This design comes from an exercise in tuning for small area on the open sky130 flow, not from production work.
RTL that was checked went through simulation tests only; none was proved equivalent to the original.
The RTL of run 1 was laid out without a check of its function.
Power is estimated from default activity; no workload was simulated.

## flow/design.v (module list and top-level ports; edited modules follow where they fit)
// module sidRegs: 75 lines
// module sidVoice: 54 lines
// module sidEnvelope: 123 lines
// module sidMixer: 1205 lines
// module sidTop: 79 lines
module sidTop (
  input  logic            clk,
  input  logic            arstN,
  input  logic            clkEn,         
  input  logic            we,
  input  sidPkg::regAddrT addr,
  input  sidPkg::regDataT dataW,
  output sidPkg::regDataT dataR,
  output sidPkg::sampleT  audioOut
);
  // ...
==> flow/run.sh <==
#!/bin/bash
# synth_recipe.tcl (not shown) runs the flow's synth.tcl, then flattens the netlist and writes it again
# the make line also repeats each setting of config.mk as NAME=value (left out here)
make -C /OpenROAD-flow-scripts/flow DESIGN_CONFIG=/design/flow/config.mk WORK_HOME=/design/flow/orfs CLKGATE_MAP_FILE= SYNTH_SCRIPT=/design/flow/synth_recipe.tcl finish
==> flow/config.mk <==
export PLATFORM = sky130hd
export DESIGN_NAME = sidTop
export DESIGN_NICKNAME = sidTop
export VERILOG_FILES = /design/flow/design.v
export SDC_FILE = /design/flow/constraint.sdc
export NUM_CORES = 4
export LEC_CHECK = 0
export CAP_MARGIN = 20
export CORE_MARGIN = 2
export CORE_UTILIZATION = 60
export CTS_BUF_LIST = sky130_fd_sc_hd__clkbuf_8
export GPL_TIMING_DRIVEN = 0
export SLEW_MARGIN = 20
==> flow/constraint.sdc <==
create_clock -name core_clock -period 9.0 [get_ports {clk}]
set_input_delay 1.8000 -clock core_clock [delete_from_list [all_inputs] [get_ports {clk}]]
set_output_delay 1.8000 -clock core_clock [all_outputs]
set_load 0.01 [all_outputs]
==> out/results.tsv, run 1 <==
stage	metric	value	unit
critical_path	cell family with most CP delay	adder cells	
placement	dpl hpwl	66000	um
power_and_ir_drop	sequential share of power	23.6	%
synth	Synth top cells by count	397 x dfrtp_1, 396 x inv_1, 330 x fa_1	
synth	post-synth net total	3733	
cells_and_area	CLK BUF	86	
floorplan	core box area	0.0537	mm^2
cells_and_area	FILL cells	4307	
cells_and_area	post-route cell area	0.0356	mm^2
synth	top cells by area, synth	dfrtp_1 31%, fa_1 20%, mux2_2 5.6%	
min_path	Hold Path Depth	0	
critical_path	WP buf/inv	6	
drt	wire length on met3	5910	um
cells_and_area	Seq cells	397	
synth	Post-synth EDFFs	0	
drt	DRT met1 WL	37700	um
floorplan	die outline width	237	um
floorplan	die height	237	um
critical_path	crit-path most repeated cell	fa_1	
min_path	hold endpoint	iMixer.clipDly[6]	
synth	most common cell in the netlist	dfrtp_1	
sta	setup_tns	0	ns
synth	Synth Register Bits	397	
sta	Slew @ Worst Pin	1.24	ns
power_and_ir_drop	P_leak	16.4	nW
power_and_ir_drop	VDD IR-drop max	0.523	mV
global_route	Tot GR Track Use	32.0	%
sta	Final Hold Fails	0	
cts	Worst-Skew Late Latency	0.68	ns
synth	Yosys warnings	4	
drt	Pre-antenna DRT Iters	15	
cells_and_area	Seq area share	27.9	%
run_status	status	complete, no violations	
cts	Root Buffer	clkbuf_8	
power_and_ir_drop	Power Total	0.0114	W
sta	Final WS setup	0.203	ns
cells_and_area	most frequent cells in the layout	411 x inv_1, 397 x dfrtp_1, 317 x fa_1, 254 x nand2_1, 195 x and2_1	
cells_and_area	largest registers	genVoice.iVoice.acc x72, genVoice.iEnv.prescale x48, iRegs.freq x48	
cells_and_area	Top class by area	multi-input combinational cells	
==> run 2: changes to the inputs <==
--- a/flow/design.v
+++ b/flow/design.v
@@ -953,8 +953,8 @@
   assign m12 = m3 ^ m8 ^ m10;
   assign m13 = (m3 & m8) | (m3 & m10) | (m8 & m10);
-  assign m14 = (wave[2][0] & env2g[2]) ^ (wave[2][1] & env2g[1]) ^ (wave[2][2] & env2g[0]);
-  assign m15 = ((wave[2][0] & env2g[2]) & (wave[2][1] & env2g[1])) | ((wave[2][0] & env2g[2]) & (wave[2][2] & env2g[0])) | ((wave[2][1] & env2g[1]) & (wave[2][2] & env2g[0]));
-  assign m16 = m12 ^ m5 ^ m14;
-  assign m17 = (m12 & m5) | (m12 & m14) | (m5 & m14);
+  assign m14 = m12 ^ (wave[2][0] & env2g[2]) ^ (wave[2][1] & env2g[1]);
+  assign m15 = (m12 & (wave[2][0] & env2g[2])) | (m12 & (wave[2][1] & env2g[1])) | ((wave[2][0] & env2g[2]) & (wave[2][1] & env2g[1]));
+  assign m16 = (wave[2][2] & env2g[0]) ^ m5 ^ m14;
+  assign m17 = ((wave[2][2] & env2g[0]) & m5) | ((wave[2][2] & env2g[0]) & m14) | (m5 & m14);
   assign m18 = (wave[0][0] & env[0][3]) ^ (wave[0][1] & env[0][2]) ^ (wave[0][2] & env[0][1]);
   assign m19 = ((wave[0][0] & env[0][3]) & (wave[0][1] & env[0][2])) | ((wave[0][0] & env[0][3]) & (wave[0][2] & env[0][1])) | ((wave[0][1] & env[0][2]) & (wave[0][2] & env[0][1]));
@@ -965,10 +965,10 @@
   assign m24 = m11 ^ m18 ^ m20;
   assign m25 = (m11 & m18) | (m11 & m20) | (m18 & m20);
-  assign m26 = (wave[2][0] & env2g[3]) ^ (wave[2][1] & env2g[2]) ^ (wave[2][2] & env2g[1]);
-  assign m27 = ((wave[2][0] & env2g[3]) & (wave[2][1] & env2g[2])) | ((wave[2][0] & env2g[3]) & (wave[2][2] & env2g[1])) | ((wave[2][1] & env2g[2]) & (wave[2][2] & env2g[1]));
-  assign m28 = (wave[2][3] & env2g[0]) ^ m13 ^ m22;
-  assign m29 = ((wave[2][3] & env2g[0]) & m13) | ((wave[2][3] & env2g[0]) & m22) | (m13 & m22);
-  assign m30 = m24 ^ m15 ^ m26;
-  assign m31 = (m24 & m15) | (m24 & m26) | (m15 & m26);
+  assign m26 = m13 ^ m22 ^ m24;
+  assign m27 = (m13 & m22) | (m13 & m24) | (m22 & m24);
+  assign m28 = m26 ^ (wave[2][0] & env2g[3]) ^ (wave[2][1] & env2g[2]);
+  assign m29 = (m26 & (wave[2][0] & env2g[3])) | (m26 & (wave[2][1] & env2g[2])) | ((wave[2][0] & env2g[3]) & (wave[2][1] & env2g[2]));
+  assign m30 = (wave[2][2] & env2g[1]) ^ (wave[2][3] & env2g[0]) ^ m15;
+  assign m31 = ((wave[2][2] & env2g[1]) & (wave[2][3] & env2g[0])) | ((wave[2][2] & env2g[1]) & m15) | ((wave[2][3] & env2g[0]) & m15);
   assign m32 = m28 ^ m17 ^ m30;
   assign m33 = (m28 & m17) | (m28 & m30) | (m17 & m30);
@@ -983,16 +983,16 @@
   assign m42 = m34 ^ m36 ^ m38;
   assign m43 = (m34 & m36) | (m34 & m38) | (m36 & m38);
-  assign m44 = (wave[2][0] & env2g[4]) ^ (wave[2][1] & env2g[3]) ^ (wave[2][2] & env2g[2]);
-  assign m45 = ((wave[2][0] & env2g[4]) & (wave[2][1] & env2g[3])) | ((wave[2][0] & env2g[4]) & (wave[2][2] & env2g[2])) | ((wave[2][1] & env2g[3]) & (wave[2][2] & env2g[2]));
-  assign m46 = (wave[2][3] & env2g[1]) ^ (wave[2][4] & env2g[0]) ^ m23;
-  assign m47 = ((wave[2][3] & env2g[1]) & (wave[2][4] & env2g[0])) | ((wave[2][3] & env2g[1]) & m23) | ((wave[2][4] & env2g[0]) & m23);
-  assign m48 = m25 ^ m40 ^ m42;
-  assign m49 = (m25 & m40) | (m25 & m42) | (m40 & m42);
-  assign m50 = m27 ^ m44 ^ m46;
-  assign m51 = (m27 & m44) | (m27 & m46) | (m44 & m46);
-  assign m52 = m29 ^ m48 ^ m31;
-  assign m53 = (m29 & m48) | (m29 & m31) | (m48 & m31);
-  assign m54 = m50 ^ m33 ^ m52;
-  assign m55 = (m50 & m33) | (m50 & m52) | (m33 & m52);
+  assign m44 = m23 ^ m25 ^ m40;
+  assign m45 = (m23 & m25) | (m23 & m40) | (m25 & m40);
+  assign m46 = m42 ^ m27 ^ m44;
+  assign m47 = (m42 & m27) | (m42 & m44) | (m27 & m44);
+  assign m48 = m46 ^ (wave[2][0] & env2g[4]) ^ (wave[2][1] & env2g[3]);
+  assign m49 = (m46 & (wave[2][0] & env2g[4])) | (m46 & (wave[2][1] & env2g[3])) | ((wave[2][0] & env2g[4]) & (wave[2][1] & env2g[3]));
+  assign m50 = (wave[2][2] & env2g[2]) ^ (wave[2][3] & env2g[1]) ^ (wave[2][4] & env2g[0]);
+  assign m51 = ((wave[2][2] & env2g[2]) & (wave[2][3] & env2g[1])) | ((wave[2][2] & env2g[2]) & (wave[2][4] & env2g[0])) | ((wave[2][3] & env2g[1]) & (wave[2][4] & env2g[0]));
+  assign m52 = m29 ^ m48 ^ m50;
+  assign m53 = (m29 & m48) | (m29 & m50) | (m48 & m50);
+  assign m54 = m31 ^ m52 ^ m33;
+  assign m55 = (m31 & m52) | (m31 & m33) | (m52 & m33);
   assign m56 = (wave[0][0] & env[0][5]) ^ (wave[0][1] & env[0][4]) ^ (wave[0][2] & env[0][3]);
   assign m57 = ((wave[0][0] & env[0][5]) & (wave[0][1] & env[0][4])) | ((wave[0][0] & env[0][5]) & (wave[0][2] & env[0][3])) | ((wave[0][1] & env[0][4]) & (wave[0][2] & env[0][3]));
@@ -1007,20 +1007,20 @@
   assign m66 = m56 ^ m58 ^ m60;
   assign m67 = (m56 & m58) | (m56 & m60) | (m58 & m60);
-  assign m68 = m62 ^ (wave[2][0] & env2g[5]) ^ (wave[2][1] & env2g[4]);
-  assign m69 = (m62 & (wave[2][0] & env2g[5])) | (m62 & (wave[2][1] & env2g[4])) | ((wave[2][0] & env2g[5]) & (wave[2][1] & env2g[4]));
-  assign m70 = (wave[2][2] & env2g[3]) ^ (wave[2][3] & env2g[2]) ^ (wave[2][4] & env2g[1]);
-  assign m71 = ((wave[2][2] & env2g[3]) & (wave[2][3] & env2g[2])) | ((wave[2][2] & env2g[3]) & (wave[2][4] & env2g[1])) | ((wave[2][3] & env2g[2]) & (wave[2][4] & env2g[1]));
-  assign m72 = (wave[2][5] & env2g[0]) ^ m41 ^ m43;
-  assign m73 = ((wave[2][5] & env2g[0]) & m41) | ((wave[2][5] & env2g[0]) & m43) | (m41 & m43);
-  assign m74 = m64 ^ m66 ^ m45;
-  assign m75 = (m64 & m66) | (m64 & m45) | (m66 & m45);
-  assign m76 = m47 ^ m68 ^ m70;
-  assign m77 = (m47 & m68) | (m47 & m70) | (m68 & m70);
-  assign m78 = m49 ^ m72 ^ m74;
-  assign m79 = (m49 & m72) | (m49 & m74) | (m72 & m74);
-  assign m80 = m51 ^ m76 ^ m53;
-  assign m81 = (m51 & m76) | (m51 & m53) | (m76 & m53);
-  assign m82 = m78 ^ m55 ^ m80;
-  assign m83 = (m78 & m55) | (m78 & m80) | (m55 & m80);
+  assign m68 = m62 ^ m41 ^ m43;
+  assign m69 = (m62 & m41) | (m62 & m43) | (m41 & m43);
+  assign m70 = m64 ^ m66 ^ m45;
+  assign m71 = (m64 & m66) | (m64 & m45) | (m66 & m45);
+  assign m72 = m68 ^ m47 ^ m70;
+  assign m73 = (m68 & m47) | (m68 & m70) | (m47 & m70);
+  assign m74 = (wave[2][0] & env2g[5]) ^ (wave[2][1] & env2g[4]) ^ (wave[2][2] & env2g[3]);
+  assign m75 = ((wave[2][0] & env2g[5]) & (wave[2][1] & env2g[4])) | ((wave[2][0] & env2g[5]) & (wave[2][2] & env2g[3])) | ((wave[2][1] & env2g[4]) & (wave[2][2] & env2g[3]));
+  assign m76 = (wave[2][3] & env2g[2]) ^ (wave[2][4] & env2g[1]) ^ (wave[2][5] & env2g[0]);
+  assign m77 = ((wave[2][3] & env2g[2]) & (wave[2][4] & env2g[1])) | ((wave[2][3] & env2g[2]) & (wave[2][5] & env2g[0])) | ((wave[2][4] & env2g[1]) & (wave[2][5] & env2g[0]));
+  assign m78 = m72 ^ m49 ^ m51;
+  assign m79 = (m72 & m49) | (m72 & m51) | (m49 & m51);
+  assign m80 = m74 ^ m76 ^ m53;
+  assign m81 = (m74 & m76) | (m74 & m53) | (m76 & m53);
+  assign m82 = m78 ^ m80 ^ m55;
+  assign m83 = (m78 & m80) | (m78 & m55) | (m80 & m55);
   assign m84 = (wave[0][0] & env[0][6]) ^ (wave[0][1] & env[0][5]) ^ (wave[0][2] & env[0][4]);
   assign m85 = ((wave[0][0] & env[0][6]) & (wave[0][1] & env[0][5])) | ((wave[0][0] & env[0][6]) & (wave[0][2] & env[0][4])) | ((wave[0][1] & env[0][5]) & (wave[0][2] & env[0][4]));
@@ -1037,20 +1037,20 @@
   assign m96 = m84 ^ m86 ^ m88;
   assign m97 = (m84 & m86) | (m84 & m88) | (m86 & m88);
-  assign m98 = m90 ^ (wave[2][0] & env2g[6]) ^ (wave[2][1] & env2g[5]);
-  assign m99 = (m90 & (wave[2][0] & env2g[6])) | (m90 & (wave[2][1] & env2g[5])) | ((wave[2][0] & env2g[6]) & (wave[2][1] & env2g[5]));
-  assign m100 = (wave[2][2] & env2g[4]) ^ (wave[2][3] & env2g[3]) ^ (wave[2][4] & env2g[2]);
-  assign m101 = ((wave[2][2] & env2g[4]) & (wave[2][3] & env2g[3])) | ((wave[2][2] & env2g[4]) & (wave[2][4] & env2g[2])) | ((wave[2][3] & env2g[3]) & (wave[2][4] & env2g[2]));
-  assign m102 = (wave[2][5] & env2g[1]) ^ (wave[2][6] & env2g[0]) ^ m65;
-  assign m103 = ((wave[2][5] & env2g[1]) & (wave[2][6] & env2g[0])) | ((wave[2][5] & env2g[1]) & m65) | ((wave[2][6] & env2g[0]) & m65);
-  assign m104 = m67 ^ m92 ^ m94;
-  assign m105 = (m67 & m92) | (m67 & m94) | (m92 & m94);
-  assign m106 = m96 ^ m69 ^ m71;
-  assign m107 = (m96 & m69) | (m96 & m71) | (m69 & m71);
-  assign m108 = m98 ^ m100 ^ m102;
-  assign m109 = (m98 & m100) | (m98 & m102) | (m100 & m102);
-  assign m110 = m73 ^ m104 ^ m75;
-  assign m111 = (m73 & m104) | (m73 & m75) | (m104 & m75);
-  assign m112 = m106 ^ m77 ^ m108;
-  assign m113 = (m106 & m77) | (m106 & m108) | (m77 & m108);
+  assign m98 = m90 ^ m65 ^ m67;
+  assign m99 = (m90 & m65) | (m90 & m67) | (m65 & m67);
+  assign m100 = m92 ^ m94 ^ m96;
+  assign m101 = (m92 & m94) | (m92 & m96) | (m94 & m96);
+  assign m102 = m69 ^ m98 ^ m100;
+  assign m103 = (m69 & m98) | (m69 & m100) | (m98 & m100);
+  assign m104 = m71 ^ (wave[2][0] & env2g[6]) ^ (wave[2][1] & env2g[5]);
+  assign m105 = (m71 & (wave[2][0] & env2g[6])) | (m71 & (wave[2][1] & env2g[5])) | ((wave[2][0] & env2g[6]) & (wave[2][1] & env2g[5]));
+  assign m106 = (wave[2][2] & env2g[4]) ^ (wave[2][3] & env2g[3]) ^ (wave[2][4] & env2g[2]);
+  assign m107 = ((wave[2][2] & env2g[4]) & (wave[2][3] & env2g[3])) | ((wave[2][2] & env2g[4]) & (wave[2][4] & env2g[2])) | ((wave[2][3] & env2g[3]) & (wave[2][4] & env2g[2]));
+  assign m108 = (wave[2][5] & env2g[1]) ^ (wave[2][6] & env2g[0]) ^ m102;
+  assign m109 = ((wave[2][5] & env2g[1]) & (wave[2][6] & env2g[0])) | ((wave[2][5] & env2g[1]) & m102) | ((wave[2][6] & env2g[0]) & m102);
+  assign m110 = m73 ^ m75 ^ m77;
+  assign m111 = (m73 & m75) | (m73 & m77) | (m75 & m77);
+  assign m112 = m104 ^ m106 ^ m108;
+  assign m113 = (m104 & m106) | (m104 & m108) | (m106 & m108);
   assign m114 = m79 ^ m110 ^ m112;
   assign m115 = (m79 & m110) | (m79 & m112) | (m110 & m112);
@@ -1073,28 +1073,28 @@
   assign m132 = m120 ^ m122 ^ m124;
   assign m133 = (m120 & m122) | (m120 & m124) | (m122 & m124);
-  assign m134 = m126 ^ (wave[2][0] & env2g[7]) ^ (wave[2][1] & env2g[6]);
-  assign m135 = (m126 & (wave[2][0] & env2g[7])) | (m126 & (wave[2][1] & env2g[6])) | ((wave[2][0] & env2g[7]) & (wave[2][1] & env2g[6]));
-  assign m136 = (wave[2][2] & env2g[5]) ^ (wave[2][3] & env2g[4]) ^ (wave[2][4] & env2g[3]);
-  assign m137 = ((wave[2][2] & env2g[5]) & (wave[2][3] & env2g[4])) | ((wave[2][2] & env2g[5]) & (wave[2][4] & env2g[3])) | ((wave[2][3] & env2g[4]) & (wave[2][4] & env2g[3]));
-  assign m138 = (wave[2][5] & env2g[2]) ^ (wave[2][6] & env2g[1]) ^ (wave[2][7] & env2g[0]);
-  assign m139 = ((wave[2][5] & env2g[2]) & (wave[2][6] & env2g[1])) | ((wave[2][5] & env2g[2]) & (wave[2][7] & env2g[0])) | ((wave[2][6] & env2g[1]) & (wave[2][7] & env2g[0]));
-  assign m140 = m93 ^ m95 ^ m97;
-  assign m141 = (m93 & m95) | (m93 & m97) | (m95 & m97);
-  assign m142 = m128 ^ m130 ^ m132;
-  assign m143 = (m128 & m130) | (m128 & m132) | (m130 & m132);
-  assign m144 = m99 ^ m101 ^ m103;
-  assign m145 = (m99 & m101) | (m99 & m103) | (m101 & m103);
-  assign m146 = m134 ^ m136 ^ m138;
-  assign m147 = (m134 & m136) | (m134 & m138) | (m136 & m138);
-  assign m148 = m105 ^ m140 ^ m142;
-  assign m149 = (m105 & m140) | (m105 & m142) | (m140 & m142);
-  assign m150 = m107 ^ m144 ^ m109;
-  assign m151 = (m107 & m144) | (m107 & m109) | (m144 & m109);
-  assign m152 = m146 ^ m148 ^ m111;
-  assign m153 = (m146 & m148) | (m146 & m111) | (m148 & m111);
-  assign m154 = m113 ^ m150 ^ m152;
-  assign m155 = (m113 & m150) | (m113 & m152) | (m150 & m152);
-  assign m156 = m115 ^ m154 ^ m117;
-  assign m157 = (m115 & m154) | (m115 & m117) | (m154 & m117);
+  assign m134 = m126 ^ m93 ^ m95;
+  assign m135 = (m126 & m93) | (m126 & m95) | (m93 & m95);
+  assign m136 = m97 ^ m128 ^ m130;
+  assign m137 = (m97 & m128) | (m97 & m130) | (m128 & m130);
+  assign m138 = m132 ^ m134 ^ m99;
+  assign m139 = (m132 & m134) | (m132 & m99) | (m134 & m99);
+  assign m140 = m101 ^ m136 ^ m138;
+  assign m141 = (m101 & m136) | (m101 & m138) | (m136 & m138);
+  assign m142 = m103 ^ (wave[2][0] & env2g[7]) ^ (wave[2][1] & env2g[6]);
+  assign m143 = (m103 & (wave[2][0] & env2g[7])) | (m103 & (wave[2][1] & env2g[6])) | ((wave[2][0] & env2g[7]) & (wave[2][1] & env2g[6]));
+  assign m144 = (wave[2][2] & env2g[5]) ^ (wave[2][3] & env2g[4]) ^ (wave[2][4] & env2g[3]);
+  assign m145 = ((wave[2][2] & env2g[5]) & (wave[2][3] & env2g[4])) | ((wave[2][2] & env2g[5]) & (wave[2][4] & env2g[3])) | ((wave[2][3] & env2g[4]) & (wave[2][4] & env2g[3]));
+  assign m146 = (wave[2][5] & env2g[2]) ^ (wave[2][6] & env2g[1]) ^ (wave[2][7] & env2g[0]);
+  assign m147 = ((wave[2][5] & env2g[2]) & (wave[2][6] & env2g[1])) | ((wave[2][5] & env2g[2]) & (wave[2][7] & env2g[0])) | ((wave[2][6] & env2g[1]) & (wave[2][7] & env2g[0]));
+  assign m148 = m140 ^ m105 ^ m107;
+  assign m149 = (m140 & m105) | (m140 & m107) | (m105 & m107);
+  assign m150 = m109 ^ m142 ^ m144;
+  assign m151 = (m109 & m142) | (m109 & m144) | (m142 & m144);
+  assign m152 = m146 ^ m111 ^ m113;
+  assign m153 = (m146 & m111) | (m146 & m113) | (m111 & m113);
+  assign m154 = m148 ^ m150 ^ m115;
+  assign m155 = (m148 & m150) | (m148 & m115) | (m150 & m115);
+  assign m156 = m152 ^ m154 ^ m117;
+  assign m157 = (m152 & m154) | (m152 & m117) | (m154 & m117);
   assign m158 = (wave[0][1] & env[0][7]) ^ (wave[0][2] & env[0][6]) ^ (wave[0][3] & env[0][5]);
   assign m159 = ((wave[0][1] & env[0][7]) & (wave[0][2] & env[0][6])) | ((wave[0][1] & env[0][7]) & (wave[0][3] & env[0][5])) | ((wave[0][2] & env[0][6]) & (wave[0][3] & env[0][5]));
@@ -1113,24 +1113,24 @@
   assign m172 = m158 ^ m160 ^ m162;
   assign m173 = (m158 & m160) | (m158 & m162) | (m160 & m162);
-  assign m174 = m164 ^ m166 ^ (wave[2][1] & env2g[7]);
-  assign m175 = (m164 & m166) | (m164 & (wave[2][1] & env2g[7])) | (m166 & (wave[2][1] & env2g[7]));
-  assign m176 = (wave[2][2] & env2g[6]) ^ (wave[2][3] & env2g[5]) ^ (wave[2][4] & env2g[4]);
-  assign m177 = ((wave[2][2] & env2g[6]) & (wave[2][3] & env2g[5])) | ((wave[2][2] & env2g[6]) & (wave[2][4] & env2g[4])) | ((wave[2][3] & env2g[5]) & (wave[2][4] & env2g[4]));
-  assign m178 = (wave[2][5] & env2g[3]) ^ (wave[2][6] & env2g[2]) ^ (wave[2][7] & env2g[1]);
-  assign m179 = ((wave[2][5] & env2g[3]) & (wave[2][6] & env2g[2])) | ((wave[2][5] & env2g[3]) & (wave[2][7] & env2g[1])) | ((wave[2][6] & env2g[2]) & (wave[2][7] & env2g[1]));
-  assign m180 = (wave[2][8] & env2g[0]) ^ m129 ^ m131;
-  assign m181 = ((wave[2][8] & env2g[0]) & m129) | ((wave[2][8] & env2g[0]) & m131) | (m129 & m131);
-  assign m182 = m133 ^ m168 ^ m170;
-  assign m183 = (m133 & m168) | (m133 & m170) | (m168 & m170);
-  assign m184 = m172 ^ m135 ^ m137;
-  assign m185 = (m172 & m135) | (m172 & m137) | (m135 & m137);
-  assign m186 = m139 ^ m174 ^ m176;
-  assign m187 = (m139 & m174) | (m139 & m176) | (m174 & m176);
-  assign m188 = m178 ^ m141 ^ m143;
-  assign m189 = (m178 & m141) | (m178 & m143) | (m141 & m143);
-  assign m190 = m180 ^ m182 ^ m145;
-  assign m191 = (m180 & m182) | (m180 & m145) | (m182 & m145);
-  assign m192 = m184 ^ m147 ^ m186;
-  assign m193 = (m184 & m147) | (m184 & m186) | (m147 & m186);
+  assign m174 = m164 ^ m166 ^ m129;
+  assign m175 = (m164 & m166) | (m164 & m129) | (m166 & m129);
+  assign m176 = m131 ^ m133 ^ m168;
+  assign m177 = (m131 & m133) | (m131 & m168) | (m133 & m168);
+  assign m178 = m170 ^ m172 ^ m135;
+  assign m179 = (m170 & m172) | (m170 & m135) | (m172 & m135);
+  assign m180 = m174 ^ m137 ^ m176;
+  assign m181 = (m174 & m137) | (m174 & m176) | (m137 & m176);
+  assign m182 = m178 ^ m139 ^ m180;
+  assign m183 = (m178 & m139) | (m178 & m180) | (m139 & m180);
+  assign m184 = (wave[2][1] & env2g[7]) ^ (wave[2][2] & env2g[6]) ^ (wave[2][3] & env2g[5]);
+  assign m185 = ((wave[2][1] & env2g[7]) & (wave[2][2] & env2g[6])) | ((wave[2][1] & env2g[7]) & (wave[2][3] & env2g[5])) | ((wave[2][2] & env2g[6]) & (wave[2][3] & env2g[5]));
+  assign m186 = (wave[2][4] & env2g[4]) ^ (wave[2][5] & env2g[3]) ^ (wave[2][6] & env2g[2]);
+  assign m187 = ((wave[2][4] & env2g[4]) & (wave[2][5] & env2g[3])) | ((wave[2][4] & env2g[4]) & (wave[2][6] & env2g[2])) | ((wave[2][5] & env2g[3]) & (wave[2][6] & env2g[2]));
+  assign m188 = (wave[2][7] & env2g[1]) ^ (wave[2][8] & env2g[0]) ^ m141;
+  assign m189 = ((wave[2][7] & env2g[1]) & (wave[2][8] & env2g[0])) | ((wave[2][7] & env2g[1]) & m141) | ((wave[2][8] & env2g[0]) & m141);
+  assign m190 = m143 ^ m145 ^ m147;
+  assign m191 = (m143 & m145) | (m143 & m147) | (m145 & m147);
+  assign m192 = m182 ^ m184 ^ m186;
+  assign m193 = (m182 & m184) | (m182 & m186) | (m184 & m186);
   assign m194 = m188 ^ m149 ^ m151;
   assign m195 = (m188 & m149) | (m188 & m151) | (m149 & m151);
@@ -1155,28 +1155,28 @@
   assign m214 = m200 ^ m202 ^ m204;
   assign m215 = (m200 & m202) | (m200 & m204) | (m202 & m204);
-  assign m216 = m206 ^ m208 ^ (wave[2][2] & env2g[7]);
-  assign m217 = (m206 & m208) | (m206 & (wave[2][2] & env2g[7])) | (m208 & (wave[2][2] & env2g[7]));
-  assign m218 = (wave[2][3] & env2g[6]) ^ (wave[2][4] & env2g[5]) ^ (wave[2][5] & env2g[4]);
-  assign m219 = ((wave[2][3] & env2g[6]) & (wave[2][4] & env2g[5])) | ((wave[2][3] & env2g[6]) & (wave[2][5] & env2g[4])) | ((wave[2][4] & env2g[5]) & (wave[2][5] & env2g[4]));
-  assign m220 = (wave[2][6] & env2g[3]) ^ (wave[2][7] & env2g[2]) ^ (wave[2][8] & env2g[1]);
-  assign m221 = ((wave[2][6] & env2g[3]) & (wave[2][7] & env2g[2])) | ((wave[2][6] & env2g[3]) & (wave[2][8] & env2g[1])) | ((wave[2][7] & env2g[2]) & (wave[2][8] & env2g[1]));
-  assign m222 = (wave[2][9] & env2g[0]) ^ m169 ^ m171;
-  assign m223 = ((wave[2][9] & env2g[0]) & m169) | ((wave[2][9] & env2g[0]) & m171) | (m169 & m171);
-  assign m224 = m173 ^ m210 ^ m212;
-  assign m225 = (m173 & m210) | (m173 & m212) | (m210 & m212);
-  assign m226 = m214 ^ m175 ^ m177;
-  assign m227 = (m214 & m175) | (m214 & m177) | (m175 & m177);
-  assign m228 = m179 ^ m216 ^ m218;
-  assign m229 = (m179 & m216) | (m179 & m218) | (m216 & m218);
-  assign m230 = m220 ^ m222 ^ m181;
-  assign m231 = (m220 & m222) | (m220 & m181) | (m222 & m181);
+  assign m216 = m206 ^ m208 ^ m169;
+  assign m217 = (m206 & m208) | (m206 & m169) | (m208 & m169);
+  assign m218 = m171 ^ m173 ^ m210;
+  assign m219 = (m171 & m173) | (m171 & m210) | (m173 & m210);
+  assign m220 = m212 ^ m214 ^ m175;
+  assign m221 = (m212 & m214) | (m212 & m175) | (m214 & m175);
+  assign m222 = m216 ^ m177 ^ m218;
+  assign m223 = (m216 & m177) | (m216 & m218) | (m177 & m218);
+  assign m224 = m179 ^ m220 ^ m181;
+  assign m225 = (m179 & m220) | (m179 & m181) | (m220 & m181);
+  assign m226 = m222 ^ (wave[2][2] & env2g[7]) ^ (wave[2][3] & env2g[6]);
+  assign m227 = (m222 & (wave[2][2] & env2g[7])) | (m222 & (wave[2][3] & env2g[6])) | ((wave[2][2] & env2g[7]) & (wave[2][3] & env2g[6]));
+  assign m228 = (wave[2][4] & env2g[5]) ^ (wave[2][5] & env2g[4]) ^ (wave[2][6] & env2g[3]);
+  assign m229 = ((wave[2][4] & env2g[5]) & (wave[2][5] & env2g[4])) | ((wave[2][4] & env2g[5]) & (wave[2][6] & env2g[3])) | ((wave[2][5] & env2g[4]) & (wave[2][6] & env2g[3]));
+  assign m230 = (wave[2][7] & env2g[2]) ^ (wave[2][8] & env2g[1]) ^ (wave[2][9] & env2g[0]);
+  assign m231 = ((wave[2][7] & env2g[2]) & (wave[2][8] & env2g[1])) | ((wave[2][7] & env2g[2]) & (wave[2][9] & env2g[0])) | ((wave[2][8] & env2g[1]) & (wave[2][9] & env2g[0]));
   assign m232 = m183 ^ m224 ^ m185;
   assign m233 = (m183 & m224) | (m183 & m185) | (m224 & m185);
-  assign m234 = m226 ^ m187 ^ m189;
-  assign m235 = (m226 & m187) | (m226 & m189) | (m187 & m189);
-  assign m236 = m228 ^ m230 ^ m191;
-  assign m237 = (m228 & m230) | (m228 & m191) | (m230 & m191);
-  assign m238 = m232 ^ m193 ^ m234;
-  assign m239 = (m232 & m193) | (m232 & m234) | (m193 & m234);
+  assign m234 = m187 ^ m226 ^ m228;
+  assign m235 = (m187 & m226) | (m187 & m228) | (m226 & m228);
+  assign m236 = m230 ^ m189 ^ m191;
+  assign m237 = (m230 & m189) | (m230 & m191) | (m189 & m191);
+  assign m238 = m193 ^ m232 ^ m234;
+  assign m239 = (m193 & m232) | (m193 & m234) | (m232 & m234);
   assign m240 = m195 ^ m236 ^ m238;
   assign m241 = (m195 & m236) | (m195 & m238) | (m236 & m238);
@@ -1199,28 +1199,28 @@
   assign m258 = m244 ^ m246 ^ m248;
   assign m259 = (m244 & m246) | (m244 & m248) | (m246 & m248);
-  assign m260 = m250 ^ m252 ^ (wave[2][3] & env2g[7]);
-  assign m261 = (m250 & m252) | (m250 & (wave[2][3] & env2g[7])) | (m252 & (wave[2][3] & env2g[7]));
-  assign m262 = (wave[2][4] & env2g[6]) ^ (wave[2][5] & env2g[5]) ^ (wave[2][6] & env2g[4]);
-  assign m263 = ((wave[2][4] & env2g[6]) & (wave[2][5] & env2g[5])) | ((wave[2][4] & env2g[6]) & (wave[2][6] & env2g[4])) | ((wave[2][5] & env2g[5]) & (wave[2][6] & env2g[4]));
-  assign m264 = (wave[2][7] & env2g[3]) ^ (wave[2][8] & env2g[2]) ^ (wave[2][9] & env2g[1]);
-  assign m265 = ((wave[2][7] & env2g[3]) & (wave[2][8] & env2g[2])) | ((wave[2][7] & env2g[3]) & (wave[2][9] & env2g[1])) | ((wave[2][8] & env2g[2]) & (wave[2][9] & env2g[1]));
-  assign m266 = (wave[2][10] & env2g[0]) ^ m211 ^ m213;
-  assign m267 = ((wave[2][10] & env2g[0]) & m211) | ((wave[2][10] & env2g[0]) & m213) | (m211 & m213);
-  assign m268 = m215 ^ m254 ^ m256;
-  assign m269 = (m215 & m254) | (m215 & m256) | (m254 & m256);
-  assign m270 = m258 ^ m217 ^ m219;
-  assign m271 = (m258 & m217) | (m258 & m219) | (m217 & m219);
-  assign m272 = m221 ^ m223 ^ m260;
-  assign m273 = (m221 & m223) | (m221 & m260) | (m223 & m260);
-  assign m274 = m262 ^ m264 ^ m266;
-  assign m275 = (m262 & m264) | (m262 & m266) | (m264 & m266);
+  assign m260 = m250 ^ m252 ^ m211;
+  assign m261 = (m250 & m252) | (m250 & m211) | (m252 & m211);
+  assign m262 = m213 ^ m215 ^ m254;
+  assign m263 = (m213 & m215) | (m213 & m254) | (m215 & m254);
+  assign m264 = m256 ^ m258 ^ m217;
+  assign m265 = (m256 & m258) | (m256 & m217) | (m258 & m217);
+  assign m266 = m260 ^ m219 ^ m262;
+  assign m267 = (m260 & m219) | (m260 & m262) | (m219 & m262);
+  assign m268 = m221 ^ m264 ^ m223;
+  assign m269 = (m221 & m264) | (m221 & m223) | (m264 & m223);
+  assign m270 = m266 ^ (wave[2][3] & env2g[7]) ^ (wave[2][4] & env2g[6]);
+  assign m271 = (m266 & (wave[2][3] & env2g[7])) | (m266 & (wave[2][4] & env2g[6])) | ((wave[2][3] & env2g[7]) & (wave[2][4] & env2g[6]));
+  assign m272 = (wave[2][5] & env2g[5]) ^ (wave[2][6] & env2g[4]) ^ (wave[2][7] & env2g[3]);
+  assign m273 = ((wave[2][5] & env2g[5]) & (wave[2][6] & env2g[4])) | ((wave[2][5] & env2g[5]) & (wave[2][7] & env2g[3])) | ((wave[2][6] & env2g[4]) & (wave[2][7] & env2g[3]));
+  assign m274 = (wave[2][8] & env2g[2]) ^ (wave[2][9] & env2g[1]) ^ (wave[2][10] & env2g[0]);
+  assign m275 = ((wave[2][8] & env2g[2]) & (wave[2][9] & env2g[1])) | ((wave[2][8] & env2g[2]) & (wave[2][10] & env2g[0])) | ((wave[2][9] & env2g[1]) & (wave[2][10] & env2g[0]));
   assign m276 = m225 ^ m268 ^ m227;
   assign m277 = (m225 & m268) | (m225 & m227) | (m268 & m227);
-  assign m278 = m270 ^ m229 ^ m231;
-  assign m279 = (m270 & m229) | (m270 & m231) | (m229 & m231);
+  assign m278 = m229 ^ m231 ^ m270;
+  assign m279 = (m229 & m231) | (m229 & m270) | (m231 & m270);
   assign m280 = m272 ^ m274 ^ m233;
   assign m281 = (m272 & m274) | (m272 & m233) | (m274 & m233);
-  assign m282 = m276 ^ m235 ^ m278;
-  assign m283 = (m276 & m235) | (m276 & m278) | (m235 & m278);
+  assign m282 = m235 ^ m276 ^ m278;
+  assign m283 = (m235 & m276) | (m235 & m278) | (m276 & m278);
   assign m284 = m237 ^ m280 ^ m239;
   assign m285 = (m237 & m280) | (m237 & m239) | (m280 & m239);
@@ -1245,24 +1245,24 @@
   assign m304 = m292 ^ m294 ^ m296;
   assign m305 = (m292 & m294) | (m292 & m296) | (m294 & m296);
-  assign m306 = m298 ^ (wave[2][4] & env2g[7]) ^ (wave[2][5] & env2g[6]);
-  assign m307 = (m298 & (wave[2][4] & env2g[7])) | (m298 & (wave[2][5] & env2g[6])) | ((wave[2][4] & env2g[7]) & (wave[2][5] & env2g[6]));
-  assign m308 = (wave[2][6] & env2g[5]) ^ (wave[2][7] & env2g[4]) ^ (wave[2][8] & env2g[3]);
-  assign m309 = ((wave[2][6] & env2g[5]) & (wave[2][7] & env2g[4])) | ((wave[2][6] & env2g[5]) & (wave[2][8] & env2g[3])) | ((wave[2][7] & env2g[4]) & (wave[2][8] & env2g[3]));
-  assign m310 = (wave[2][9] & env2g[2]) ^ (wave[2][10] & env2g[1]) ^ (wave[2][11] | ~env2g[0]);
-  assign m311 = ((wave[2][9] & env2g[2]) & (wave[2][10] & env2g[1])) | ((wave[2][9] & env2g[2]) & (wave[2][11] | ~env2g[0])) | ((wave[2][10] & env2g[1]) & (wave[2][11] | ~env2g[0]));
-  assign m312 = m255 ^ m257 ^ m259;
-  assign m313 = (m255 & m257) | (m255 & m259) | (m257 & m259);
-  assign m314 = m300 ^ m302 ^ m304;
-  assign m315 = (m300 & m302) | (m300 & m304) | (m302 & m304);
-  assign m316 = m261 ^ m263 ^ m265;
-  assign m317 = (m261 & m263) | (m261 & m265) | (m263 & m265);
-  assign m318 = m267 ^ m306 ^ m308;
-  assign m319 = (m267 & m306) | (m267 & m308) | (m306 & m308);
-  assign m320 = m310 ^ m269 ^ m312;
-  assign m321 = (m310 & m269) | (m310 & m312) | (m269 & m312);
-  assign m322 = m314 ^ m271 ^ m316;
-  assign m323 = (m314 & m271) | (m314 & m316) | (m271 & m316);
-  assign m324 = m273 ^ m275 ^ m318;
-  assign m325 = (m273 & m275) | (m273 & m318) | (m275 & m318);
+  assign m306 = m298 ^ m255 ^ m257;
+  assign m307 = (m298 & m255) | (m298 & m257) | (m255 & m257);
+  assign m308 = m259 ^ m300 ^ m302;
+  assign m309 = (m259 & m300) | (m259 & m302) | (m300 & m302);
+  assign m310 = m304 ^ m261 ^ m306;
+  assign m311 = (m304 & m261) | (m304 & m306) | (m261 & m306);
+  assign m312 = m263 ^ m308 ^ m265;
+  assign m313 = (m263 & m308) | (m263 & m265) | (m308 & m265);
+  assign m314 = m267 ^ m310 ^ (wave[2][4] & env2g[7]);
+  assign m315 = (m267 & m310) | (m267 & (wave[2][4] & env2g[7])) | (m310 & (wave[2][4] & env2g[7]));
+  assign m316 = (wave[2][5] & env2g[6]) ^ (wave[2][6] & env2g[5]) ^ (wave[2][7] & env2g[4]);
+  assign m317 = ((wave[2][5] & env2g[6]) & (wave[2][6] & env2g[5])) | ((wave[2][5] & env2g[6]) & (wave[2][7] & env2g[4])) | ((wave[2][6] & env2g[5]) & (wave[2][7] & env2g[4]));
+  assign m318 = (wave[2][8] & env2g[3]) ^ (wave[2][9] & env2g[2]) ^ (wave[2][10] & env2g[1]);
+  assign m319 = ((wave[2][8] & env2g[3]) & (wave[2][9] & env2g[2])) | ((wave[2][8] & env2g[3]) & (wave[2][10] & env2g[1])) | ((wave[2][9] & env2g[2]) & (wave[2][10] & env2g[1]));
+  assign m320 = (wave[2][11] | ~env2g[0]) ^ m312 ^ m269;
+  assign m321 = ((wave[2][11] | ~env2g[0]) & m312) | ((wave[2][11] | ~env2g[0]) & m269) | (m312 & m269);
+  assign m322 = m271 ^ m273 ^ m275;
+  assign m323 = (m271 & m273) | (m271 & m275) | (m273 & m275);
+  assign m324 = m314 ^ m316 ^ m318;
+  assign m325 = (m314 & m316) | (m314 & m318) | (m316 & m318);
   assign m326 = m320 ^ m277 ^ m279;
   assign m327 = (m320 & m277) | (m320 & m279) | (m277 & m279);
@@ -1289,26 +1289,26 @@
   assign m348 = m336 ^ m338 ^ m340;
   assign m349 = (m336 & m338) | (m336 & m340) | (m338 & m340);
-  assign m350 = m342 ^ m299 ^ (wave[2][5] & env2g[7]);
-  assign m351 = (m342 & m299) | (m342 & (wave[2][5] & env2g[7])) | (m299 & (wave[2][5] & env2g[7]));
-  assign m352 = (wave[2][6] & env2g[6]) ^ (wave[2][7] & env2g[5]) ^ (wave[2][8] & env2g[4]);
-  assign m353 = ((wave[2][6] & env2g[6]) & (wave[2][7] & env2g[5])) | ((wave[2][6] & env2g[6]) & (wave[2][8] & env2g[4])) | ((wave[2][7] & env2g[5]) & (wave[2][8] & env2g[4]));
-  assign m354 = (wave[2][9] & env2g[3]) ^ (wave[2][10] & env2g[2]) ^ (wave[2][11] | ~env2g[1]);
-  assign m355 = ((wave[2][9] & env2g[3]) & (wave[2][10] & env2g[2])) | ((wave[2][9] & env2g[3]) & (wave[2][11] | ~env2g[1])) | ((wave[2][10] & env2g[2]) & (wave[2][11] | ~env2g[1]));
-  assign m356 = m301 ^ m303 ^ m305;
-  assign m357 = (m301 & m303) | (m301 & m305) | (m303 & m305);
-  assign m358 = m344 ^ m346 ^ m348;
-  assign m359 = (m344 & m346) | (m344 & m348) | (m346 & m348);
-  assign m360 = m307 ^ m309 ^ m311;
-  assign m361 = (m307 & m309) | (m307 & m311) | (m309 & m311);
-  assign m362 = m350 ^ m352 ^ m354;
-  assign m363 = (m350 & m352) | (m350 & m354) | (m352 & m354);
-  assign m364 = m313 ^ m315 ^ m356;
-  assign m365 = (m313 & m315) | (m313 & m356) | (m315 & m356);
-  assign m366 = m358 ^ m317 ^ m360;
-  assign m367 = (m358 & m317) | (m358 & m360) | (m317 & m360);
-  assign m368 = m319 ^ m321 ^ m362;
-  assign m369 = (m319 & m321) | (m319 & m362) | (m321 & m362);
-  assign m370 = m364 ^ m323 ^ m325;
-  assign m371 = (m364 & m323) | (m364 & m325) | (m323 & m325);
+  assign m350 = m342 ^ m299 ^ m301;
+  assign m351 = (m342 & m299) | (m342 & m301) | (m299 & m301);
+  assign m352 = m303 ^ m305 ^ m344;
+  assign m353 = (m303 & m305) | (m303 & m344) | (m305 & m344);
+  assign m354 = m346 ^ m348 ^ m307;
+  assign m355 = (m346 & m348) | (m346 & m307) | (m348 & m307);
+  assign m356 = m350 ^ m309 ^ m352;
+  assign m357 = (m350 & m309) | (m350 & m352) | (m309 & m352);
+  assign m358 = m354 ^ m311 ^ m356;
+  assign m359 = (m354 & m311) | (m354 & m356) | (m311 & m356);
+  assign m360 = (wave[2][5] & env2g[7]) ^ (wave[2][6] & env2g[6]) ^ (wave[2][7] & env2g[5]);
+  assign m361 = ((wave[2][5] & env2g[7]) & (wave[2][6] & env2g[6])) | ((wave[2][5] & env2g[7]) & (wave[2][7] & env2g[5])) | ((wave[2][6] & env2g[6]) & (wave[2][7] & env2g[5]));
+  assign m362 = (wave[2][8] & env2g[4]) ^ (wave[2][9] & env2g[3]) ^ (wave[2][10] & env2g[2]);
+  assign m363 = ((wave[2][8] & env2g[4]) & (wave[2][9] & env2g[3])) | ((wave[2][8] & env2g[4]) & (wave[2][10] & env2g[2])) | ((wave[2][9] & env2g[3]) & (wave[2][10] & env2g[2]));
+  assign m364 = (wave[2][11] | ~env2g[1]) ^ m313 ^ m315;
+  assign m365 = ((wave[2][11] | ~env2g[1]) & m313) | ((wave[2][11] | ~env2g[1]) & m315) | (m313 & m315);
+  assign m366 = m317 ^ m319 ^ m358;
+  assign m367 = (m317 & m319) | (m317 & m358) | (m319 & m358);
+  assign m368 = m360 ^ m362 ^ m321;
+  assign m369 = (m360 & m362) | (m360 & m321) | (m362 & m321);
+  assign m370 = m323 ^ m325 ^ m364;
+  assign m371 = (m323 & m325) | (m323 & m364) | (m325 & m364);
   assign m372 = m366 ^ m368 ^ m327;
   assign m373 = (m366 & m368) | (m366 & m327) | (m368 & m327);
@@ -1331,26 +1331,26 @@
   assign m390 = m380 ^ m382 ^ m384;
   assign m391 = (m380 & m382) | (m380 & m384) | (m382 & m384);
-  assign m392 = (wave[2][6] & env2g[7]) ^ (wave[2][7] & env2g[6]) ^ (wave[2][8] & env2g[5]);
-  assign m393 = ((wave[2][6] & env2g[7]) & (wave[2][7] & env2g[6])) | ((wave[2][6] & env2g[7]) & (wave[2][8] & env2g[5])) | ((wave[2][7] & env2g[6]) & (wave[2][8] & env2g[5]));
-  assign m394 = (wave[2][9] & env2g[4]) ^ (wave[2][10] & env2g[3]) ^ (wave[2][11] | ~env2g[2]);
-  assign m395 = ((wave[2][9] & env2g[4]) & (wave[2][10] & env2g[3])) | ((wave[2][9] & env2g[4]) & (wave[2][11] | ~env2g[2])) | ((wave[2][10] & env2g[3]) & (wave[2][11] | ~env2g[2]));
-  assign m396 = m345 ^ m347 ^ m349;
-  assign m397 = (m345 & m347) | (m345 & m349) | (m347 & m349);
-  assign m398 = m386 ^ m388 ^ m390;
-  assign m399 = (m386 & m388) | (m386 & m390) | (m388 & m390);
-  assign m400 = m351 ^ m353 ^ m355;
-  assign m401 = (m351 & m353) | (m351 & m355) | (m353 & m355);
-  assign m402 = m392 ^ m394 ^ m357;
-  assign m403 = (m392 & m394) | (m392 & m357) | (m394 & m357);
-  assign m404 = m359 ^ m396 ^ m398;
-  assign m405 = (m359 & m396) | (m359 & m398) | (m396 & m398);
-  assign m406 = m361 ^ m400 ^ m363;
-  assign m407 = (m361 & m400) | (m361 & m363) | (m400 & m363);
-  assign m408 = m365 ^ m402 ^ m404;
-  assign m409 = (m365 & m402) | (m365 & m404) | (m402 & m404);
-  assign m410 = m367 ^ m369 ^ m406;
-  assign m411 = (m367 & m369) | (m367 & m406) | (m369 & m406);
-  assign m412 = m408 ^ m371 ^ m410;
-  assign m413 = (m408 & m371) | (m408 & m410) | (m371 & m410);
+  assign m392 = m345 ^ m347 ^ m349;
+  assign m393 = (m345 & m347) | (m345 & m349) | (m347 & m349);
+  assign m394 = m386 ^ m388 ^ m390;
+  assign m395 = (m386 & m388) | (m386 & m390) | (m388 & m390);
+  assign m396 = m351 ^ m353 ^ m392;
+  assign m397 = (m351 & m353) | (m351 & m392) | (m353 & m392);
+  assign m398 = m394 ^ m355 ^ m357;
+  assign m399 = (m394 & m355) | (m394 & m357) | (m355 & m357);
+  assign m400 = m396 ^ (wave[2][6] & env2g[7]) ^ (wave[2][7] & env2g[6]);
+  assign m401 = (m396 & (wave[2][6] & env2g[7])) | (m396 & (wave[2][7] & env2g[6])) | ((wave[2][6] & env2g[7]) & (wave[2][7] & env2g[6]));
+  assign m402 = (wave[2][8] & env2g[5]) ^ (wave[2][9] & env2g[4]) ^ (wave[2][10] & env2g[3]);
+  assign m403 = ((wave[2][8] & env2g[5]) & (wave[2][9] & env2g[4])) | ((wave[2][8] & env2g[5]) & (wave[2][10] & env2g[3])) | ((wave[2][9] & env2g[4]) & (wave[2][10] & env2g[3]));
+  assign m404 = (wave[2][11] | ~env2g[2]) ^ m359 ^ m398;
+  assign m405 = ((wave[2][11] | ~env2g[2]) & m359) | ((wave[2][11] | ~env2g[2]) & m398) | (m359 & m398);
+  assign m406 = m361 ^ m363 ^ m400;
+  assign m407 = (m361 & m363) | (m361 & m400) | (m363 & m400);
+  assign m408 = m402 ^ m365 ^ m367;
+  assign m409 = (m402 & m365) | (m402 & m367) | (m365 & m367);
+  assign m410 = m404 ^ m406 ^ m369;
+  assign m411 = (m404 & m406) | (m404 & m369) | (m406 & m369);
+  assign m412 = m371 ^ m408 ^ m410;
+  assign m413 = (m371 & m408) | (m371 & m410) | (m408 & m410);
   assign m414 = m373 ^ m412 ^ m375;
   assign m415 = (m373 & m412) | (m373 & m375) | (m412 & m375);
@@ -1365,26 +1365,26 @@
   assign m424 = m383 ^ m385 ^ m416;
   assign m425 = (m383 & m385) | (m383 & m416) | (m385 & m416);
-  assign m426 = m418 ^ m420 ^ (wave[2][7] & env2g[7]);
-  assign m427 = (m418 & m420) | (m418 & (wave[2][7] & env2g[7])) | (m420 & (wave[2][7] & env2g[7]));
-  assign m428 = (wave[2][8] & env2g[6]) ^ (wave[2][9] & env2g[5]) ^ (wave[2][10] & env2g[4]);
-  assign m429 = ((wave[2][8] & env2g[6]) & (wave[2][9] & env2g[5])) | ((wave[2][8] & env2g[6]) & (wave[2][10] & env2g[4])) | ((wave[2][9] & env2g[5]) & (wave[2][10] & env2g[4]));
-  assign m430 = (wave[2][11] | ~env2g[3]) ^ m387 ^ m389;
-  assign m431 = ((wave[2][11] | ~env2g[3]) & m387) | ((wave[2][11] | ~env2g[3]) & m389) | (m387 & m389);
-  assign m432 = m391 ^ m422 ^ m424;
-  assign m433 = (m391 & m422) | (m391 & m424) | (m422 & m424);
-  assign m434 = m393 ^ m395 ^ m426;
-  assign m435 = (m393 & m395) | (m393 & m426) | (m395 & m426);
-  assign m436 = m428 ^ m397 ^ m399;
-  assign m437 = (m428 & m397) | (m428 & m399) | (m397 & m399);
-  assign m438 = m430 ^ m432 ^ m401;
-  assign m439 = (m430 & m432) | (m430 & m401) | (m432 & m401);
+  assign m426 = m418 ^ m420 ^ m387;
+  assign m427 = (m418 & m420) | (m418 & m387) | (m420 & m387);
+  assign m428 = m389 ^ m391 ^ m422;
+  assign m429 = (m389 & m391) | (m389 & m422) | (m391 & m422);
+  assign m430 = m424 ^ m426 ^ m393;
+  assign m431 = (m424 & m426) | (m424 & m393) | (m426 & m393);
+  assign m432 = m395 ^ m428 ^ m397;
+  assign m433 = (m395 & m428) | (m395 & m397) | (m428 & m397);
+  assign m434 = m430 ^ (wave[2][7] & env2g[7]) ^ (wave[2][8] & env2g[6]);
+  assign m435 = (m430 & (wave[2][7] & env2g[7])) | (m430 & (wave[2][8] & env2g[6])) | ((wave[2][7] & env2g[7]) & (wave[2][8] & env2g[6]));
+  assign m436 = (wave[2][9] & env2g[5]) ^ (wave[2][10] & env2g[4]) ^ (wave[2][11] | ~env2g[3]);
+  assign m437 = ((wave[2][9] & env2g[5]) & (wave[2][10] & env2g[4])) | ((wave[2][9] & env2g[5]) & (wave[2][11] | ~env2g[3])) | ((wave[2][10] & env2g[4]) & (wave[2][11] | ~env2g[3]));
+  assign m438 = m399 ^ m432 ^ m401;
+  assign m439 = (m399 & m432) | (m399 & m401) | (m432 & m401);
   assign m440 = m403 ^ m434 ^ m436;
   assign m441 = (m403 & m434) | (m403 & m436) | (m434 & m436);
   assign m442 = m405 ^ m407 ^ m438;
   assign m443 = (m405 & m407) | (m405 & m438) | (m407 & m438);
-  assign m444 = m409 ^ m440 ^ m411;
-  assign m445 = (m409 & m440) | (m409 & m411) | (m440 & m411);
-  assign m446 = m442 ^ m413 ^ m444;
-  assign m447 = (m442 & m413) | (m442 & m444) | (m413 & m444);
+  assign m444 = m440 ^ m409 ^ m442;
+  assign m445 = (m440 & m409) | (m440 & m442) | (m409 & m442);
+  assign m446 = m411 ^ m444 ^ m413;
+  assign m447 = (m411 & m444) | (m411 & m413) | (m444 & m413);
   assign m448 = (wave[0][8] & env[0][7]) ^ (wave[0][9] & env[0][6]) ^ (wave[0][10] & env[0][5]);
   assign m449 = ((wave[0][8] & env[0][7]) & (wave[0][9] & env[0][6])) | ((wave[0][8] & env[0][7]) & (wave[0][10] & env[0][5])) | ((wave[0][9] & env[0][6]) & (wave[0][10] & env[0][5]));
@@ -1395,14 +1395,14 @@
   assign m454 = m419 ^ m421 ^ m448;
   assign m455 = (m419 & m421) | (m419 & m448) | (m421 & m448);
-  assign m456 = m450 ^ (wave[2][8] & env2g[7]) ^ (wave[2][9] & env2g[6]);
-  assign m457 = (m450 & (wave[2][8] & env2g[7])) | (m450 & (wave[2][9] & env2g[6])) | ((wave[2][8] & env2g[7]) & (wave[2][9] & env2g[6]));
-  assign m458 = (wave[2][10] & env2g[5]) ^ (wave[2][11] | ~env2g[4]) ^ m423;
-  assign m459 = ((wave[2][10] & env2g[5]) & (wave[2][11] | ~env2g[4])) | ((wave[2][10] & env2g[5]) & m423) | ((wave[2][11] | ~env2g[4]) & m423);
-  assign m460 = m425 ^ m452 ^ m454;
-  assign m461 = (m425 & m452) | (m425 & m454) | (m452 & m454);
-  assign m462 = m427 ^ m429 ^ m456;
-  assign m463 = (m427 & m429) | (m427 & m456) | (m429 & m456);
-  assign m464 = m458 ^ m431 ^ m433;
-  assign m465 = (m458 & m431) | (m458 & m433) | (m431 & m433);
+  assign m456 = m450 ^ m423 ^ m425;
+  assign m457 = (m450 & m423) | (m450 & m425) | (m423 & m425);
+  assign m458 = m452 ^ m454 ^ m427;
+  assign m459 = (m452 & m454) | (m452 & m427) | (m454 & m427);
+  assign m460 = m429 ^ m456 ^ m458;
+  assign m461 = (m429 & m456) | (m429 & m458) | (m456 & m458);
+  assign m462 = m431 ^ (wave[2][8] & env2g[7]) ^ (wave[2][9] & env2g[6]);
+  assign m463 = (m431 & (wave[2][8] & env2g[7])) | (m431 & (wave[2][9] & env2g[6])) | ((wave[2][8] & env2g[7]) & (wave[2][9] & env2g[6]));
+  assign m464 = (wave[2][10] & env2g[5]) ^ (wave[2][11] | ~env2g[4]) ^ m433;
+  assign m465 = ((wave[2][10] & env2g[5]) & (wave[2][11] | ~env2g[4])) | ((wave[2][10] & env2g[5]) & m433) | ((wave[2][11] | ~env2g[4]) & m433);
   assign m466 = m460 ^ m435 ^ m437;
   assign m467 = (m460 & m435) | (m460 & m437) | (m435 & m437);
@@ -1419,14 +1419,14 @@
   assign m478 = m449 ^ m451 ^ m474;
   assign m479 = (m449 & m451) | (m449 & m474) | (m451 & m474);
-  assign m480 = m476 ^ (wave[2][9] & env2g[7]) ^ (wave[2][10] & env2g[6]);
-  assign m481 = (m476 & (wave[2][9] & env2g[7])) | (m476 & (wave[2][10] & env2g[6])) | ((wave[2][9] & env2g[7]) & (wave[2][10] & env2g[6]));
-  assign m482 = (wave[2][11] | ~env2g[5]) ^ m453 ^ m455;
-  assign m483 = ((wave[2][11] | ~env2g[5]) & m453) | ((wave[2][11] | ~env2g[5]) & m455) | (m453 & m455);
-  assign m484 = m478 ^ m457 ^ m459;
-  assign m485 = (m478 & m457) | (m478 & m459) | (m457 & m459);
-  assign m486 = m480 ^ m461 ^ m482;
-  assign m487 = (m480 & m461) | (m480 & m482) | (m461 & m482);
-  assign m488 = m484 ^ m463 ^ m465;
-  assign m489 = (m484 & m463) | (m484 & m465) | (m463 & m465);
+  assign m480 = m476 ^ m453 ^ m455;
+  assign m481 = (m476 & m453) | (m476 & m455) | (m453 & m455);
+  assign m482 = m478 ^ m457 ^ m480;
+  assign m483 = (m478 & m457) | (m478 & m480) | (m457 & m480);
+  assign m484 = m459 ^ m482 ^ (wave[2][9] & env2g[7]);
+  assign m485 = (m459 & m482) | (m459 & (wave[2][9] & env2g[7])) | (m482 & (wave[2][9] & env2g[7]));
+  assign m486 = (wave[2][10] & env2g[6]) ^ (wave[2][11] | ~env2g[5]) ^ m461;
+  assign m487 = ((wave[2][10] & env2g[6]) & (wave[2][11] | ~env2g[5])) | ((wave[2][10] & env2g[6]) & m461) | ((wave[2][11] | ~env2g[5]) & m461);
+  assign m488 = m463 ^ m484 ^ m465;
+  assign m489 = (m463 & m484) | (m463 & m465) | (m484 & m465);
   assign m490 = m486 ^ m467 ^ m488;
   assign m491 = (m486 & m467) | (m486 & m488) | (m467 & m488);
@@ -1437,20 +1437,20 @@
   assign m496 = (wave[1][11] | ~env[1][6]) ^ m475 ^ m477;
   assign m497 = ((wave[1][11] | ~env[1][6]) & m475) | ((wave[1][11] | ~env[1][6]) & m477) | (m475 & m477);
-  assign m498 = m494 ^ (wave[2][10] & env2g[7]) ^ (wave[2][11] | ~env2g[6]);
-  assign m499 = (m494 & (wave[2][10] & env2g[7])) | (m494 & (wave[2][11] | ~env2g[6])) | ((wave[2][10] & env2g[7]) & (wave[2][11] | ~env2g[6]));
-  assign m500 = m479 ^ m496 ^ m481;
-  assign m501 = (m479 & m496) | (m479 & m481) | (m496 & m481);
-  assign m502 = m498 ^ m483 ^ m485;
-  assign m503 = (m498 & m483) | (m498 & m485) | (m483 & m485);
-  assign m504 = m500 ^ m487 ^ m502;
-  assign m505 = (m500 & m487) | (m500 & m502) | (m487 & m502);
+  assign m498 = m494 ^ m479 ^ m496;
+  assign m499 = (m494 & m479) | (m494 & m496) | (m479 & m496);
+  assign m500 = m481 ^ m498 ^ m483;
+  assign m501 = (m481 & m498) | (m481 & m483) | (m498 & m483);
+  assign m502 = (wave[2][10] & env2g[7]) ^ (wave[2][11] | ~env2g[6]) ^ m500;
+  assign m503 = ((wave[2][10] & env2g[7]) & (wave[2][11] | ~env2g[6])) | ((wave[2][10] & env2g[7]) & m500) | ((wave[2][11] | ~env2g[6]) & m500);
+  assign m504 = m485 ^ m487 ^ m502;
+  assign m505 = (m485 & m487) | (m485 & m502) | (m487 & m502);
   assign m506 = m489 ^ m504 ^ m491;
   assign m507 = (m489 & m504) | (m489 & m491) | (m504 & m491);
   assign m508 = (wave[0][11] | ~env[0][7]) ^ (wave[1][11] | ~env[1][7]) ^ m495;
   assign m509 = ((wave[0][11] | ~env[0][7]) & (wave[1][11] | ~env[1][7])) | ((wave[0][11] | ~env[0][7]) & m495) | ((wave[1][11] | ~env[1][7]) & m495);
-  assign m510 = (wave[2][11] | ~env2g[7]) ^ m497 ^ m508;
-  assign m511 = ((wave[2][11] | ~env2g[7]) & m497) | ((wave[2][11] | ~env2g[7]) & m508) | (m497 & m508);
-  assign m512 = m499 ^ m510 ^ m501;
-  assign m513 = (m499 & m510) | (m499 & m501) | (m510 & m501);
+  assign m510 = m497 ^ m508 ^ m499;
+  assign m511 = (m497 & m508) | (m497 & m499) | (m508 & m499);
+  assign m512 = m510 ^ (wave[2][11] | ~env2g[7]) ^ m501;
+  assign m513 = (m510 & (wave[2][11] | ~env2g[7])) | (m510 & m501) | ((wave[2][11] | ~env2g[7]) & m501);
   assign m514 = m503 ^ m512 ^ m505;
   assign m515 = (m503 & m512) | (m503 & m505) | (m512 & m505);
@@ -1459,6 +1459,6 @@
   assign m518 = m516 ^ m513 ^ m515;
   assign m519 = (m516 & m513) | (m516 & m515) | (m513 & m515);
-  assign sumA = {1'b1, m517, m518, m514, m506, m473, m447, m446, m414, m376, m332, m286, m242, m198, m156, m116, m82, m54, m32, m7, m6, m0};
-  assign sumB = {1'b0, m519, 1'b0, m507, m493, m492, m472, m415, m377, 1'b0, 1'b0, m243, 1'b0, m157, 1'b0, 1'b0, 1'b0, 1'b0, 1'b0, m16, 1'b0, 1'b0};
+  assign sumA = {1'b1, m517, m518, m514, m506, m492, m472, m446, m414, m376, m332, m286, m242, m198, m156, m116, m82, m54, m32, m7, m6, m0};
+  assign sumB = {1'b0, m519, 1'b0, m507, m493, m473, m447, m415, m377, 1'b0, 1'b0, m243, 1'b0, m157, 1'b0, 1'b0, 1'b0, 1'b0, 1'b0, m16, 1'b0, 1'b0};
   assign sum = sumA + sumB;
   assign q0 = (clipDly[2] & volume[0]) ^ (clipDly[1] & volume[1]) ^ (clipDly[0] & volume[2]);
--- a/flow/config.mk
+++ b/flow/config.mk
@@ -9,5 +9,4 @@
 export CORE_MARGIN = 2
 export CORE_UTILIZATION = 60
-export CTS_BUF_LIST = sky130_fd_sc_hd__clkbuf_8
-export GPL_TIMING_DRIVEN = 0
+export CTS_BUF_LIST = sky130_fd_sc_hd__clkbuf_4
 export SLEW_MARGIN = 20
==> run 2 against run 1 <==
Compared with the run above: hold slack got worse by 0.0055 ns; worst setup slack gained 0.42 ns; largest power group unchanged; critical path depth rose by 1; highest routed layer unchanged; non-clock buffer count down 138; flip-flop and latch count did not move; routed wire length is 11% lower; clock-buffer cell count increased by 61; combinational power increased by 51%; critical path type unchanged; synthesized cell count increased by 1.1%; via count fell by 3.4%; largest cell class unchanged; first-iteration DRC count fell by 28%; final cell count decreased by 0.94%.
==> out/results.tsv, run 2 <==
stage	metric	value	unit	change
drt	drt drc	0		
cells_and_area	Layout area overhead	7.15	%	
run	Max-cap violations	0		
sta	Max-slew headroom	30.3	%	
cells_and_area	max reg flops	72		
global_route	largest net degree at the start of global routing	158		
synth	synthesized area	0.0325	mm^2	
cells_and_area	commonest non-fill, non-tap cell in the layout	dfrtp_1		
sta	fmax	0.119	GHz	
critical_path	Crit Path Class	input port to flop		
power_and_ir_drop	logic gate share of total power	69.8	%	
drt	DRT met1 WL	33400	um	-11%
global_route	first-pass GRT wire length	129000	um	
synth	register area share after synthesis	30.5	%	
critical_path	CP max FO	6		
floorplan	core box area	0.0537	mm^2	unchanged
synth	area share of the largest cell type after synthesis	30.5	%	
sta	final setup fails	0		
cts	Longest Clk Path Bufs	3		
drt	Total Routed Length	77800	um	
power_and_ir_drop	P_leak	16.1	nW	-1.6%
cells_and_area	most frequent cells in the layout	397 x dfrtp_1, 375 x inv_1, 330 x fa_1, 293 x nand2_1, 192 x nor2_1		
drt	Wirelength per Cell	18.9	um	
cts	level count of the clock H-tree	3		
power_and_ir_drop	clock network fraction of total power	10.4	%	
cells_and_area	Most flops, register	genVoice.iVoice.acc		
min_path	Worst Hold Class	flop to flop		
placement	GP Congestion	0.916		
synth	Synth Register Bits	397		unchanged
synth	Mapped Avg Cell Area	9.82	um^2	
floorplan	Die Footprint	0.0561	mm^2	
synth	most common cell in the netlist	dfrtp_1		
global_route	number of global-route vias before repair	25050		
sta	Slew @ Worst Pin	1.04	ns	-0.197 ns
cts	postcts setup bufs	0		
critical_path	WP data arrival	9.06	ns	
global_route	gr ovfl total	0		
drt	DR iter-0 viols	1418		
power_and_ir_drop	Sw Pwr	0.00715	W	
cells_and_area	post-layout util	64.9	%	
drt	vias per inst	5.80		
drt	highest metal used	met4		
critical_path	Critical Path RT	9.69	ns	
power_and_ir_drop	internal power	0.00784	W	
critical_path	Startpoint Class	input port		
sta	final period utilization	93.0	%	
sta	Fin Clk Skew	0.0829	ns	
global_route	antenna violations before repair	4		
power_and_ir_drop	VDD IR-drop max	1.06	mV	+100%
drt	wire length on met3	4260	um	-28%
synth	asr flop ratio synth	100	%	
power_and_ir_drop	power per cell area	430	mW/mm^2	
synth	Main synth FF type	dfrtp_1		
cts	CTS tree	yes		
cells_and_area	layout cells sized above 1	12.3	%	
sta	Final Max Tran Viols	0		
critical_path	Critical Path Slowest Stage Cell	fa_1		
placement	port bufs	40		
global_route	Tot GR Track Use	28.9	%	-3.1 points
synth	Mapped Cells	3314		
cts	hold_buf cts	0		
run_status	status	complete, no violations		
floorplan	top-level port count	41		
synth	largest area contributor in the netlist	dfrtp_1		
synth	Post-synth EDFFs	0		unchanged
cells_and_area	largest registers	genVoice.iVoice.acc x72, genVoice.iEnv.prescale x48, iRegs.freq x48		
cts	Clock Sinks	397		
synth	Synth top cells by count	397 x dfrtp_1, 375 x inv_1, 330 x fa_1		
critical_path	crit-path most repeated cell	fa_1		
sta	Final Hold Fails	0		unchanged
cells_and_area	fin nets	3793		
cts	post_cts resized	0		
cts	Root Buffer	clkbuf_4		
cells_and_area	FILL cells	4379		+1.7%
cts	CTS buffer count	107		
cts	Worst-Skew Late Latency	0.91	ns	+0.23 ns
critical_path	Crit. End Element	flop		
floorplan	die outline width	237	um	about the same
synth	post-synth cell types	93		
synth	post-synth net total	3769		+0.96%
floorplan	Initial Util	60.6	%	
power_and_ir_drop	Switching Fraction	47.7	%	
floorplan	num rows	85		
power_and_ir_drop	sequential share of power	19.8	%	-3.8 points
synth	top cells by area, synth	dfrtp_1 31%, fa_1 20%, mux2_2 5.5%		
floorplan	die height	237	um	about the same
cts	Clock transition at path regs	0.06	ns	
cells_and_area	final std cells w/o fill	4112		
critical_path	CP max stage delay	0.46	ns	
placement	dpl hpwl	58000	um	-12%
drt	met2 wire length	38100	um	
sta	RSZ-0062 raised after global routing	no		
drt	Pre-antenna DRT Iters	6		-9
placement	dpl cells	3925		
drt	Vias	23844		
drt	Antenna Nets Post-Route	0		
synth	Yosys warnings	4		unchanged
sta	min Tclk post-route	8.37	ns	
[run 2: cell count changes in the layout (fill, tap and decap cells not counted), sizes merged, moves of 15 or more]
cell | previous run | this run
clkbuf | 210 | 147
inv | 418 | 379
nand2 | 256 | 293
nor3 | 52 | 77
a221oi | 26 | 4
clkinv | 14 | 35
buf | 73 | 58
[run 2: final timing paths]
check	startpoint	end	slack, ns	cells after the start
worst max-delay path	clkEn	genVoice[2].iVoice.acc[23]	0.63	26
worst max register to register	genVoice[0].iEnv.env[5]	iMixer.clipReg[14]	0.67	25
worst min register to register	iMixer.clipReg[15]	iMixer.clipDly[15]	0.35	0
max in group asynchronous	arstN	iRegs.pulseWidth[24]	6.66	2
min in group asynchronous	arstN	iMixer.audioOut[12]	0.98	1
worst min-delay path	iMixer.clipReg[15]	iMixer.clipDly[15]	0.35	0
[run 2: power by group through the flow]
stage                     Clock (W)  Sequential, W  Combinational, W
after floorplan                   0        0.00267           0.00804
after global placement            0        0.00297            0.0100
after detailed placement          0        0.00299            0.0105
after CTS                   0.00162        0.00296            0.0106
after global routing        0.00171        0.00304            0.0120
final                       0.00155        0.00297            0.0105
[run 2: critical path, delay by kind of cell]
kind / cells / cell delay [ns]
fa+ha+maj: 16 / 5.86
buf+inv: 3 / 0.32
xor+xnor: 1 / 0.17
simple gates: 6 / 0.88
[run 2: final cells by class]
| class | instances | area (um^2) | area share (%) |
|---|---|---|---|
| multi-input combinational | 2362 | 20500 | 58.8 |
| antenna | 2 | 5.00 | 0.0144 |
| sequential | 397 | 9930 | 28.5 |
| clock buffer | 147 | 1100 | 3.17 |
| tap | 696 | 871 | 2.50 |
| inverter | 378 | 1420 | 4.08 |
| timing repair buffer | 92 | 821 | 2.35 |
| clock inverter | 38 | 211 | 0.607 |
[run 2: cell families (layout without fill, tap and decap cells)]
group	after synthesis	after routing	synth area share [%]
xor gates and xnor gates	190	190	5.12
and+or+nand+nor	1119	1119	17.7
muxes	194	194	6.62
other	0	2	0
buffers and inverters	555	655	6.57
adders and majority gates	439	439	24.5
DFF	397	397	30.5
AOI/OAI and AO/OA	420	420	8.93
[run 2: per-layer routing]
metal / vias to the layer above / track usage, %
li1: 11040 / -
met5: - / 0
met2: 664 / 48.7
met3: 140 / 4.83
met1: 12000 / 38.1
met4: 0 / 9.80
[run 2: through the flow]
step	total power, W	setup TNS, ns	instance area [um^2]	hold slack, ns	setup WS, ns
6_report	0.0150	0	34900	0.346	0.626
5_1_grt	0.0168	0	34900	0.357	0.251
4_1_cts	0.0151	0	34800	0.349	0.644
3_5_place_dp	0.0135	-2.75	33500	0.335	-0.294
3_3_place_gp	0.0130	-1.50	33500	0.331	-0.160
2_1_floorplan	0.0107	0	32500	0.331	0.0308

Re-timed with assumed drivers on the ports (clkbuf_16 on the clock, buf_2 on other inputs), run 2 has 0.652 ns of setup slack against 0.626 ns with ideal ports, and -0.271 ns once port delays also move by the mid clock arrival of 0.923 ns.
